From an optimization exercise on the open Yosys and OpenROAD flow, aimed at small area; shortcuts taken in it are not production practice.
In this exercise RTL edits were held to simulation tests only and were not proved equivalent to the original.
Power figures rest on the tool's default switching activity, not on a simulated workload. The clock port is modelled as an ideal driver; clocking choices that lean on that would not hold on a real chip.

Design cnn_top, start of the top module:
module cnn_top
#(
    parameter int RELU_SHIFT = 4
)
(
    input  logic            clk,
    input  logic            resetn,
    input  logic            weight_tvalid,
    output logic            weight_tready,
    input  cnn_pkg::pixel_t weight_tdata,
    input  logic            image_tvalid,
    output logic            image_tready,
    input  cnn_pkg::pixel_t image_tdata,
    output logic            result_tvalid,
    input  logic            result_tready,
    output cnn_pkg::acc_t   result_tdata,
    output logic            result_tlast
);
Size in the first run: roughly 630 flip-flops, roughly 57 I/O pins, roughly 15000 um2 of cells after synthesis.
clock: 11.0 ns
lec_check: 0
cap_margin: 20
core_margin: 2
core_utilization: 70
slew_margin: 20
standard.sh (not shown) runs the stock make flow with config.mk's settings and CLKGATE_MAP_FILE= SYNTH_SCRIPT=/design/flow/synth_recipe.tcl, a recipe that flattens the netlist after the stock synthesis.
==> flow/flow/run.sh <==
#!/bin/bash
# The standard layout (standard.sh) with three changes:
#  - synthesis maps logic with an area-oriented ABC script (flow/my_synth.tcl);
#  - port buffers are buf_1 cells;
#  - clock tree synthesis inserts no dummy loads.
set -euo pipefail
here=$PWD
bash standard.sh SYNTH_SCRIPT=$here/flow/my_synth.tcl synth > synth.log 2>&1
export BUFFER_PORTS_ARGS="-buffer_cell sky130_fd_sc_hd__buf_1"
export CTS_ARGS="-sink_clustering_enable -repair_clock_nets -dont_use_dummy_load -sink_clustering_size 36 -sink_clustering_max_diameter 80 -buf_list {sky130_fd_sc_hd__clkbuf_8 sky130_fd_sc_hd__clkbuf_16}"
bash standard.sh > layout.log 2>&1
==> flow/flow/area.abc <==
strash
 &get -n
 &fraig -x
 &put
 scorr
 dc2
 dretime
 strash
 dch -f
 amap -m -F 8 -A 16
 topo
==> flow/flow/my_synth.tcl <==
# The standard synthesis script (synth_recipe.tcl) with two changes that only
# affect combinational mapping: no full-adder extraction, and an area-oriented
# ABC script (area.abc beside this file) in place of ORFS's speed script.
# Flip-flop mapping, flattening and renaming are unchanged.
set ::area_abc_script [file join [file dirname [file normalize [info script]]] area.abc]
proc abc {args} {
  set i [lsearch -exact $args -script]
  if {$i >= 0} { lset args [expr {$i + 1}] $::area_abc_script }
  yosys abc {*}$args
}
proc extract_fa {args} {}
proc synth {args} { yosys synth -nofsm -noshare {*}$args }
source $::env(SCRIPTS_DIR)/synth.tcl
# left out here: clear keep_hierarchy, flatten, clean up, hide names made inside functions, write 1_2_yosys.v
The first run passed the timing, DRC and antenna checks.
Rerun with:
==> flow/flow/run.sh (replaced) <==
#!/bin/bash
# The standard layout (standard.sh) with three changes:
#  - synthesis maps logic with an area-oriented ABC script (flow/my_synth.tcl);
#  - port buffers are buf_1 cells;
#  - clock tree synthesis inserts no dummy loads.
set -euo pipefail
here=$PWD
bash standard.sh SYNTH_SCRIPT=$here/flow/my_synth.tcl synth > synth.log 2>&1
export BUFFER_PORTS_ARGS="-buffer_cell sky130_fd_sc_hd__buf_1"
export CTS_ARGS="-sink_clustering_enable -repair_clock_nets -dont_use_dummy_load -sink_clustering_size 32 -sink_clustering_max_diameter 80 -buf_list {sky130_fd_sc_hd__clkbuf_8 sky130_fd_sc_hd__clkbuf_16}"
bash standard.sh > layout.log 2>&1
PLACE_DENSITY = 0.85   (was unset)
What happened: The new run went through all stages and came out clean; clock-buffer cell count goes up by 2; via count goes up by a few percent; first-iteration DRC count goes up by well over a third; global-route usage goes up by 2.9 points; fmax goes down by a few percent; sequential power is about the same; sequential share of layout area goes down by 0.25 points; power goes up by a few percent; setup slack is worse by 0.43 ns; utilization goes up by 0.24 points.

========
Starting RTL as in the previous note.
clock: 11.0 ns
lec_check: 0
cap_margin: 20
core_margin: 2
core_utilization: 70
slew_margin: 20
==> flow/flow/run.sh <==
#!/bin/bash
# The standard layout (standard.sh) with three changes:
#  - synthesis maps logic with an area-oriented ABC script (flow/my_synth.tcl);
#  - port buffers are buf_1 cells;
#  - clock tree synthesis inserts no dummy loads.
set -euo pipefail
here=$PWD
bash standard.sh SYNTH_SCRIPT=$here/flow/my_synth.tcl synth > synth.log 2>&1
export BUFFER_PORTS_ARGS="-buffer_cell sky130_fd_sc_hd__buf_1"
export CTS_ARGS="-sink_clustering_enable -repair_clock_nets -dont_use_dummy_load -sink_clustering_size 30 -sink_clustering_max_diameter 60 -buf_list {sky130_fd_sc_hd__clkbuf_8 sky130_fd_sc_hd__clkbuf_16}"
bash standard.sh > layout.log 2>&1
Scripts as last shown in full above: flow/flow/area.abc, flow/flow/my_synth.tcl
Change:
==> flow/flow/run.sh (replaced) <==
#!/bin/bash
# The standard layout (standard.sh) with three changes:
#  - synthesis maps logic with an area-oriented ABC script (flow/my_synth.tcl);
#  - port buffers are buf_1 cells;
#  - clock tree synthesis inserts no dummy loads.
set -euo pipefail
here=$PWD
bash standard.sh SYNTH_SCRIPT=$here/flow/my_synth.tcl synth > synth.log 2>&1
export BUFFER_PORTS_ARGS="-buffer_cell sky130_fd_sc_hd__buf_1"
export CTS_ARGS="-sink_clustering_enable -repair_clock_nets -dont_use_dummy_load -sink_clustering_size 34 -sink_clustering_max_diameter 70 -buf_list {sky130_fd_sc_hd__clkbuf_8 sky130_fd_sc_hd__clkbuf_16}"
bash standard.sh > layout.log 2>&1
Area after synthesis is unchanged.
Register-to-register slack is worse by 30 ps.
Total power drops by 2.4%.
Change:
==> flow/run.sh (new file) <==
#!/bin/bash
# synth_recipe.tcl (not shown) runs the flow's synth.tcl, then flattens the netlist and writes it again
# the make line also repeats each setting of config.mk as NAME=value (left out here)
make -C /OpenROAD-flow-scripts/flow DESIGN_CONFIG=/design/flow/config.mk WORK_HOME=/design/flow/orfs CLKGATE_MAP_FILE= SYNTH_SCRIPT=/design/flow/synth_recipe.tcl finish
Settings changed: CTS_BUF_LIST from default to sky130_fd_sc_hd__clkbuf_8 sky130_fd_sc_hd__clkbuf_16, CTS_CLUSTER_DIAMETER from default to 100, CTS_CLUSTER_SIZE from default to 30.
removed: flow/flow/run.sh
removed: flow/flow/area.abc
removed: flow/flow/my_synth.tcl
removed: flow/standard.sh
After rerunning:
- The new run passed the timing, DRC and antenna checks
- non-clock buffer count went up by 7
- worst hold slack gains 39 ps
- routed wire length went up by 7.8%
- sequential cell count does not change
- cell area went up by 7.6%
- power went down by 3.5%
- sequential share of layout area went down by 5.6 points
- count of clock-buffer cells in the layout went up by 3

========
The RTL this note starts from:
==> flow/design.v <==
package cnn_pkg;
    localparam int IMG_DIM     = 6;
    localparam int KER_DIM     = 3;
    localparam int NUM_KERNELS = 2;
    localparam int MAP_DIM     = IMG_DIM - KER_DIM + 1;
    localparam int NUM_FEATURES = NUM_KERNELS * (MAP_DIM / 2) * (MAP_DIM / 2);
    localparam int NUM_CLASSES  = 4;
    localparam int CONV_WEIGHTS  = NUM_KERNELS * KER_DIM * KER_DIM;
    localparam int TOTAL_WEIGHTS = CONV_WEIGHTS + NUM_CLASSES * NUM_FEATURES;
    localparam int WADDR_W       = $clog2(TOTAL_WEIGHTS);
    typedef logic signed [7:0]  pixel_t;
    typedef logic signed [31:0] acc_t;
    typedef struct packed {
        logic               valid;
        logic [WADDR_W-1:0] addr;
    } wt_req_t;
    typedef struct packed {
        logic [$clog2(NUM_KERNELS)-1:0] kernel;
        logic [$clog2(MAP_DIM)-1:0]     row;
        logic [$clog2(MAP_DIM)-1:0]     col;
        acc_t                           sum;
    } map_px_t;
    typedef pixel_t [NUM_FEATURES-1:0] feature_vec_t;
    typedef enum logic [1:0] {
        C_IDLE,
        C_LOAD,
        C_COMPUTE,
        C_EMIT
    } conv_state_t;
    typedef enum logic [1:0] {
        F_IDLE,
        F_COMPUTE,
        F_OUTPUT
    } fc_state_t;
endpackage
`timescale 1ns/1ps
module cnn_top
#(
    parameter int RELU_SHIFT = 4
)
(
    input  logic            clk,
    input  logic            resetn,
    input  logic            weight_tvalid,
    output logic            weight_tready,
    input  cnn_pkg::pixel_t weight_tdata,
    input  logic            image_tvalid,
    output logic            image_tready,
    input  cnn_pkg::pixel_t image_tdata,
    output logic            result_tvalid,
    input  logic            result_tready,
    output cnn_pkg::acc_t   result_tdata,
    output logic            result_tlast
);
    localparam logic [2:0] S_IN  = 3'd0;    
    localparam logic [2:0] S_W   = 3'd1;    
    localparam logic [2:0] S_P   = 3'd2;    
    localparam logic [2:0] S_RW  = 3'd3;    
    localparam logic [2:0] S_RT  = 3'd4;    
    localparam logic [2:0] S_PL  = 3'd5;    
    localparam logic [2:0] S_OUT = 3'd6;    
    logic [399:0]       wring;
    logic [119:0]       pring;
    logic [55:0]        fring;
    logic signed [18:0] acc;
    logic [5:0] c;        
    logic [2:0] pf;       
    logic [3:0] pa;       
    logic [5:0] wt;       
    logic       loaded;
    logic [2:0] st;
    logic       fcm;      
    logic       k;
    logic [2:0] p;        
    logic [1:0] j;
    logic [2:0] R, C;     
    logic [2:0] s;        
    assign wt = {k, j, p};
    logic [7:0] w49, px14;
    logic [6:0] f7;
    assign w49  = wring[399:392];
    assign px14 = pring[119:112];
    assign f7   = fring[55:49];
    logic wfire;
    assign weight_tready = !loaded && (c == wt);
    assign wfire         = weight_tvalid && weight_tready;
    logic [7:0] w_in;
    always_comb
    begin
        if (wfire)
            w_in = {weight_tdata[0], weight_tdata[7:1]};
        else if (st == S_RT)
            w_in = {w49[6:0], w49[7]};
        else
            w_in = w49;
    end
    logic ifire;
    assign image_tready = loaded && (st == S_IN) && (pa == 4'd0);
    assign ifire        = image_tvalid && image_tready;
    logic [2:0] nR, nC;
    always_comb
    begin
        if (C == 3'd5)
        begin
            nC = 3'd0;
            nR = (R == 3'd5) ? 3'd0 : R + 3'd1;
        end
        else
        begin
            nC = C + 3'd1;
            nR = R;
        end
    end
    logic       tap;
    logic [1:0] kr;
    always_comb
    begin
        tap = 1'b0;
        kr  = 2'd0;
        case (pa)
            4'd0, 4'd1, 4'd2:    begin tap = 1'b1; kr = 2'd0; end
            4'd6, 4'd7, 4'd8:    begin tap = 1'b1; kr = 2'd1; end
            4'd12, 4'd13, 4'd14: begin tap = 1'b1; kr = 2'd2; end
            default:             begin tap = 1'b0; kr = 2'd0; end
        endcase
    end
    logic [3:0] sel;
    logic [10:0] tapbits;
    assign sel = {1'b0, s} + ((kr == 2'd1) ? 4'd3 : (kr == 2'd2) ? 4'd6 : 4'd0);
    genvar g;
    generate
        for (g = 0; g < 11; g++)
        begin : g_tap
            assign tapbits[g] = wring[8*g+7];
        end
    endgenerate
    logic wbit;
    assign wbit = fcm ? wring[7] : tapbits[sel];
    logic mac, first, neg, add, dbl;
    assign mac   = (st == S_P) && (fcm || tap);
    assign first = (st == S_P) && (fcm ? (pf == 3'd0) : (pa == 4'd0));
    assign neg   = (p == 3'd0);
    assign add   = mac && wbit;
    assign dbl   = first || (st == S_RT && neg);
    logic [7:0]  op;
    logic [18:0] opx, tx, base;
    assign op   = fcm ? {1'b0, f7} : px14;
    assign opx  = {{11{op[7]}}, op};
    assign tx   = add ? (neg ? ~opx : opx) : 19'd0;
    assign base = dbl ? {acc[17:0], 1'b0} : acc;
    logic [6:0] q;
    always_comb
    begin
        if (acc[18])
            q = 7'd0;
        else if (|acc[17:RELU_SHIFT+7])
            q = 7'd127;
        else
            q = acc[RELU_SHIFT+6:RELU_SHIFT];
    end
    logic [2:0] f;
    logic       pfirst, pwr;
    assign f      = {k, R[2], C[2]};
    assign pfirst = !R[0] && !C[0];
    assign pwr    = (st == S_PL) && (pf == f) && (pfirst || q > f7);
    logic conv_go, fc_go;
    assign conv_go = (pa == 4'd14) && (k ? (c >= 6'd23 && c <= 6'd27) : (c >= 6'd14 && c <= 6'd18));
    assign fc_go   = (pf == 3'd7) && (c == {1'b1, j, 3'b000});
    logic [18:0] acc_sum;
    logic [19:0] acc_cy;
    always_comb
    begin
        acc_cy[0] = add && neg;
        for (int i = 0; i < 19; i++)
        begin
            acc_sum[i]  = base[i] ^ tx[i] ^ acc_cy[i];
            acc_cy[i+1] = (base[i] & tx[i]) | (acc_cy[i] & (base[i] ^ tx[i]));
        end
    end
    always_ff @(posedge clk)
    begin
        wring <= {wring[391:0], w_in};
        pring <= {pring[111:0], ifire ? image_tdata : px14};
        fring <= {fring[48:0], pwr ? q : f7};
        acc   <= acc_sum;
        if (st == S_W && conv_go)
            s <= c[2:0] + (k ? 3'd1 : 3'd2);
    end
    always_ff @(posedge clk or negedge resetn)
    begin
        if (!resetn)
        begin
            c      <= 6'd14;
            pf     <= 3'd1;
            pa     <= 4'd0;
            loaded <= 1'b0;
            st     <= S_IN;
            fcm    <= 1'b0;
            k      <= 1'b0;
            j      <= 2'd1;
            p      <= 3'd6;
            R      <= 3'd5;
            C      <= 3'd5;
        end
        else
        begin
            c  <= (&c) ? 6'd14 : c + 6'd1;
            pf <= pf + 3'd1;
            pa <= (ifire || pa == 4'd14) ? 4'd0 : pa + 4'd1;
            if (wfire)
            begin
                {k, j, p} <= wt + 6'd1;
                if (&wt)
                    loaded <= 1'b1;
            end
            case (st)
                S_IN:
                begin
                    if (ifire)
                    begin
                        R <= nR;
                        C <= nC;
                        if ((nR >= 3'd2) && (nC >= 3'd2))
                            st <= S_RW;
                    end
                end
                S_W:
                begin
                    if (fcm ? fc_go : conv_go)
                        st <= S_P;
                end
                S_P:
                begin
                    if (fcm ? (pf == 3'd7) : (pa == 4'd14))
                    begin
                        p  <= p + 3'd1;
                        st <= (p == 3'd7) ? (fcm ? S_OUT : S_PL) : S_RW;
                    end
                end
                S_RW:
                begin
                    if (&c)
                        st <= S_RT;
                end
                S_RT:
                begin
                    if (&c)
                        st <= S_W;
                end
                S_PL:
                begin
                    if (pf == f)
                    begin
                        k <= !k;
                        if (!k)
                            st <= S_RW;
                        else if (R == 3'd5 && C == 3'd5)
                        begin
                            fcm <= 1'b1;
                            st  <= S_RW;
                        end
                        else
                            st <= S_IN;
                    end
                end
                S_OUT:
                begin
                    if (result_tready)
                    begin
                        j <= j + 2'd1;
                        if (j == 2'd3)
                        begin
                            fcm <= 1'b0;
                            st  <= S_IN;
                        end
                        else
                            st <= S_RW;
                    end
                end
                default:
                    st <= S_IN;
            endcase
        end
    end
    assign result_tvalid = (st == S_OUT);
    assign result_tdata  = {{13{acc[18]}}, acc};
    assign result_tlast  = (j == 2'd3);
endmodule
Settings: LEC_CHECK=0, CAP_MARGIN=10, CORE_MARGIN=2, CORE_UTILIZATION=70, SLEW_MARGIN=10; clock period 11.0 ns.
==> flow/flow/run.sh <==
#!/bin/bash
# The standard layout (standard.sh) with three changes:
#  - synthesis maps logic with an area-oriented ABC script (flow/my_synth.tcl);
#  - port buffers are buf_1 cells;
#  - clock tree synthesis inserts no dummy loads.
set -euo pipefail
here=$PWD
bash standard.sh SYNTH_SCRIPT=$here/flow/my_synth.tcl synth > synth.log 2>&1
export BUFFER_PORTS_ARGS="-buffer_cell sky130_fd_sc_hd__buf_1"
export CTS_ARGS="-sink_clustering_enable -repair_clock_nets -dont_use_dummy_load -sink_clustering_size 34 -sink_clustering_max_diameter 70 -buf_list {sky130_fd_sc_hd__clkbuf_8 sky130_fd_sc_hd__clkbuf_16}"
bash standard.sh > layout.log 2>&1
==> flow/flow/area.abc <==
strash
 &get -n
 &fraig -x
 &put
 scorr
 dc2
 dretime
 strash
 dch -f
 amap -m -F 8 -A 16
 topo
==> flow/flow/my_synth.tcl <==
# The standard synthesis script (synth_recipe.tcl) with two changes that only
# affect combinational mapping: no full-adder extraction, and an area-oriented
# ABC script (area.abc beside this file) in place of ORFS's speed script.
# Flip-flop mapping, flattening and renaming are unchanged.
set ::area_abc_script [file join [file dirname [file normalize [info script]]] area.abc]
proc abc {args} {
  set i [lsearch -exact $args -script]
  if {$i >= 0} { lset args [expr {$i + 1}] $::area_abc_script }
  yosys abc {*}$args
}
proc extract_fa {args} {}
proc synth {args} { yosys synth -nofsm -noshare {*}$args }
source $::env(SCRIPTS_DIR)/synth.tcl
# left out here: clear keep_hierarchy, flatten, clean up, hide names made inside functions, write 1_2_yosys.v
The baseline completed with no timing, DRC or antenna violations.
Edit:
--- a/flow/flow/run.sh
+++ b/flow/flow/run.sh
@@ -9,3 +9,3 @@
 export BUFFER_PORTS_ARGS="-buffer_cell sky130_fd_sc_hd__buf_1"
-export CTS_ARGS="-sink_clustering_enable -repair_clock_nets -dont_use_dummy_load -sink_clustering_size 34 -sink_clustering_max_diameter 70 -buf_list {sky130_fd_sc_hd__clkbuf_8 sky130_fd_sc_hd__clkbuf_16}"
+export CTS_ARGS="-sink_clustering_enable -repair_clock_nets -dont_use_dummy_load -sink_clustering_size 34 -sink_clustering_max_diameter 80 -buf_list {sky130_fd_sc_hd__clkbuf_8 sky130_fd_sc_hd__clkbuf_16}"
 bash standard.sh > layout.log 2>&1
Settings changed: CAP_MARGIN 10 to 20, SLEW_MARGIN 10 to 20.
Result:
- wire length increases by a few percent
- clock-buffer cell count is unchanged
- worst hold slack is better by 0.020 ns
- power increases slightly
- synthesized cell count does not change
- final area is unchanged
- cell count stays the same
- setup slack is better by 0.064 ns
- register-to-register slack is better by 0.06 ns
- die area does not change
Edit:
--- a/flow/flow/run.sh
+++ b/flow/flow/run.sh
@@ -9,3 +9,3 @@
 export BUFFER_PORTS_ARGS="-buffer_cell sky130_fd_sc_hd__buf_1"
-export CTS_ARGS="-sink_clustering_enable -repair_clock_nets -dont_use_dummy_load -sink_clustering_size 34 -sink_clustering_max_diameter 80 -buf_list {sky130_fd_sc_hd__clkbuf_8 sky130_fd_sc_hd__clkbuf_16}"
+export CTS_ARGS="-sink_clustering_enable -repair_clock_nets -dont_use_dummy_load -sink_clustering_size 32 -sink_clustering_max_diameter 80 -buf_list {sky130_fd_sc_hd__clkbuf_8 sky130_fd_sc_hd__clkbuf_16}"
 bash standard.sh > layout.log 2>&1
Register-to-register slack loses 0.10 ns.
Final cell count hardly moves.
Wire length increases by 0.59%.
Hold slack gains 0.0054 ns.
Via count increases by 0.89%.
Cell area is about the same.
Setup slack loses 0.10 ns.
Die area is unchanged.
Edit:
--- a/flow/flow/run.sh
+++ b/flow/flow/run.sh
@@ -9,3 +9,3 @@
 export BUFFER_PORTS_ARGS="-buffer_cell sky130_fd_sc_hd__buf_1"
-export CTS_ARGS="-sink_clustering_enable -repair_clock_nets -dont_use_dummy_load -sink_clustering_size 32 -sink_clustering_max_diameter 80 -buf_list {sky130_fd_sc_hd__clkbuf_8 sky130_fd_sc_hd__clkbuf_16}"
+export CTS_ARGS="-sink_clustering_enable -repair_clock_nets -dont_use_dummy_load -sink_clustering_size 36 -sink_clustering_max_diameter 50 -buf_list {sky130_fd_sc_hd__clkbuf_8 sky130_fd_sc_hd__clkbuf_16}"
 bash standard.sh > layout.log 2>&1
=>
- The new run ran to the end with no violations
- final area grows by about 1.9%
- sequential share of layout area shrinks by 1.5 points
- die area stays the same
- clock power grows by about 24%
- non-clock buffer count is unchanged
- area after synthesis is unchanged
- routed wire length grows by about 3.6%
- total power grows by about 6%
Edit:
--- a/flow/flow/run.sh
+++ b/flow/flow/run.sh
@@ -9,3 +9,3 @@
 export BUFFER_PORTS_ARGS="-buffer_cell sky130_fd_sc_hd__buf_1"
-export CTS_ARGS="-sink_clustering_enable -repair_clock_nets -dont_use_dummy_load -sink_clustering_size 36 -sink_clustering_max_diameter 50 -buf_list {sky130_fd_sc_hd__clkbuf_8 sky130_fd_sc_hd__clkbuf_16}"
+export CTS_ARGS="-sink_clustering_enable -repair_clock_nets -dont_use_dummy_load -sink_clustering_size 40 -sink_clustering_max_diameter 50 -buf_list {sky130_fd_sc_hd__clkbuf_8 sky130_fd_sc_hd__clkbuf_16}"
 bash standard.sh > layout.log 2>&1
Outcome: The new run finished clean; global-route usage stays flat; via count goes down by 0.59%; wire length came out higher by 0.31%; worst setup slack improved by 0.021 ns; critical path depth stays the same; die area is unchanged.
Edit:
--- a/flow/flow/run.sh
+++ b/flow/flow/run.sh
@@ -9,3 +9,3 @@
 export BUFFER_PORTS_ARGS="-buffer_cell sky130_fd_sc_hd__buf_1"
-export CTS_ARGS="-sink_clustering_enable -repair_clock_nets -dont_use_dummy_load -sink_clustering_size 40 -sink_clustering_max_diameter 50 -buf_list {sky130_fd_sc_hd__clkbuf_8 sky130_fd_sc_hd__clkbuf_16}"
+export CTS_ARGS="-sink_clustering_enable -repair_clock_nets -dont_use_dummy_load -sink_clustering_size 36 -sink_clustering_max_diameter 80 -buf_list {sky130_fd_sc_hd__clkbuf_8 sky130_fd_sc_hd__clkbuf_16}"
 bash standard.sh > layout.log 2>&1
Settings changed: PLACE_DENSITY set to 0.85.
Result: The new run passed the timing, DRC and antenna checks. Wire length rises by 5.3%. Cell area shrinks by 2.1%. Hold slack is better by 0.042 ns. Via count went up by 3.7%.

## static timing again, ports no longer ideal
No port has a modelled driver above. Below, the same layouts with a new extraction and two added sets of constraints.
Step 1, drivers: a clkbuf_16 drives clk and a buf_2 each remaining input, both assumed.
Step 2 adds t to the input delays and takes it off the output delays; t is the mean of the earliest and latest rising clock arrival at the registers after step 1. Input paths then give back, and output paths get back, about the clock's delay inside the block.
Three values: ideal, step 1, step 2; two values: the first two.
| run | t, ns | slack for setup (ns) | worst slew at a driven data input, ns |
|---|---|---|---|
| the first run of note 1 | 0.570 | 3.647 / 3.647 / 3.647 | 0.03 |
| the second run of note 1 | 0.585 | 3.215 / 3.215 / 3.215 | 0.04 |
| the first run of note 2 | 0.582 | 3.673 / 3.673 / 3.673 | 0.03 |
| the second run of note 2 | 0.573 | 3.648 / 3.648 / 3.648 | 0.03 |
| the third run of note 2 | 0.593 | 0.376 / 0.376 / 0.376 | 0.04 |
| the first run of note 3 | 0.573 | 3.648 / 3.648 / 3.648 | 0.03 |
| the second run of note 3 | 0.584 | 3.712 / 3.712 / 3.712 | 0.03 |
| the third run of note 3 | 0.571 | 3.610 / 3.610 / 3.610 | 0.03 |
| the fourth run of note 3 | 0.546 | 3.625 / 3.625 / 3.625 | 0.03 |
| the fifth run of note 3 | 0.547 | 3.646 / 3.646 / 3.646 | 0.03 |
| the sixth run of note 3 | 0.574 | 3.222 / 3.222 / 3.222 | 0.03 |
After both steps every run listed still meets setup and hold.
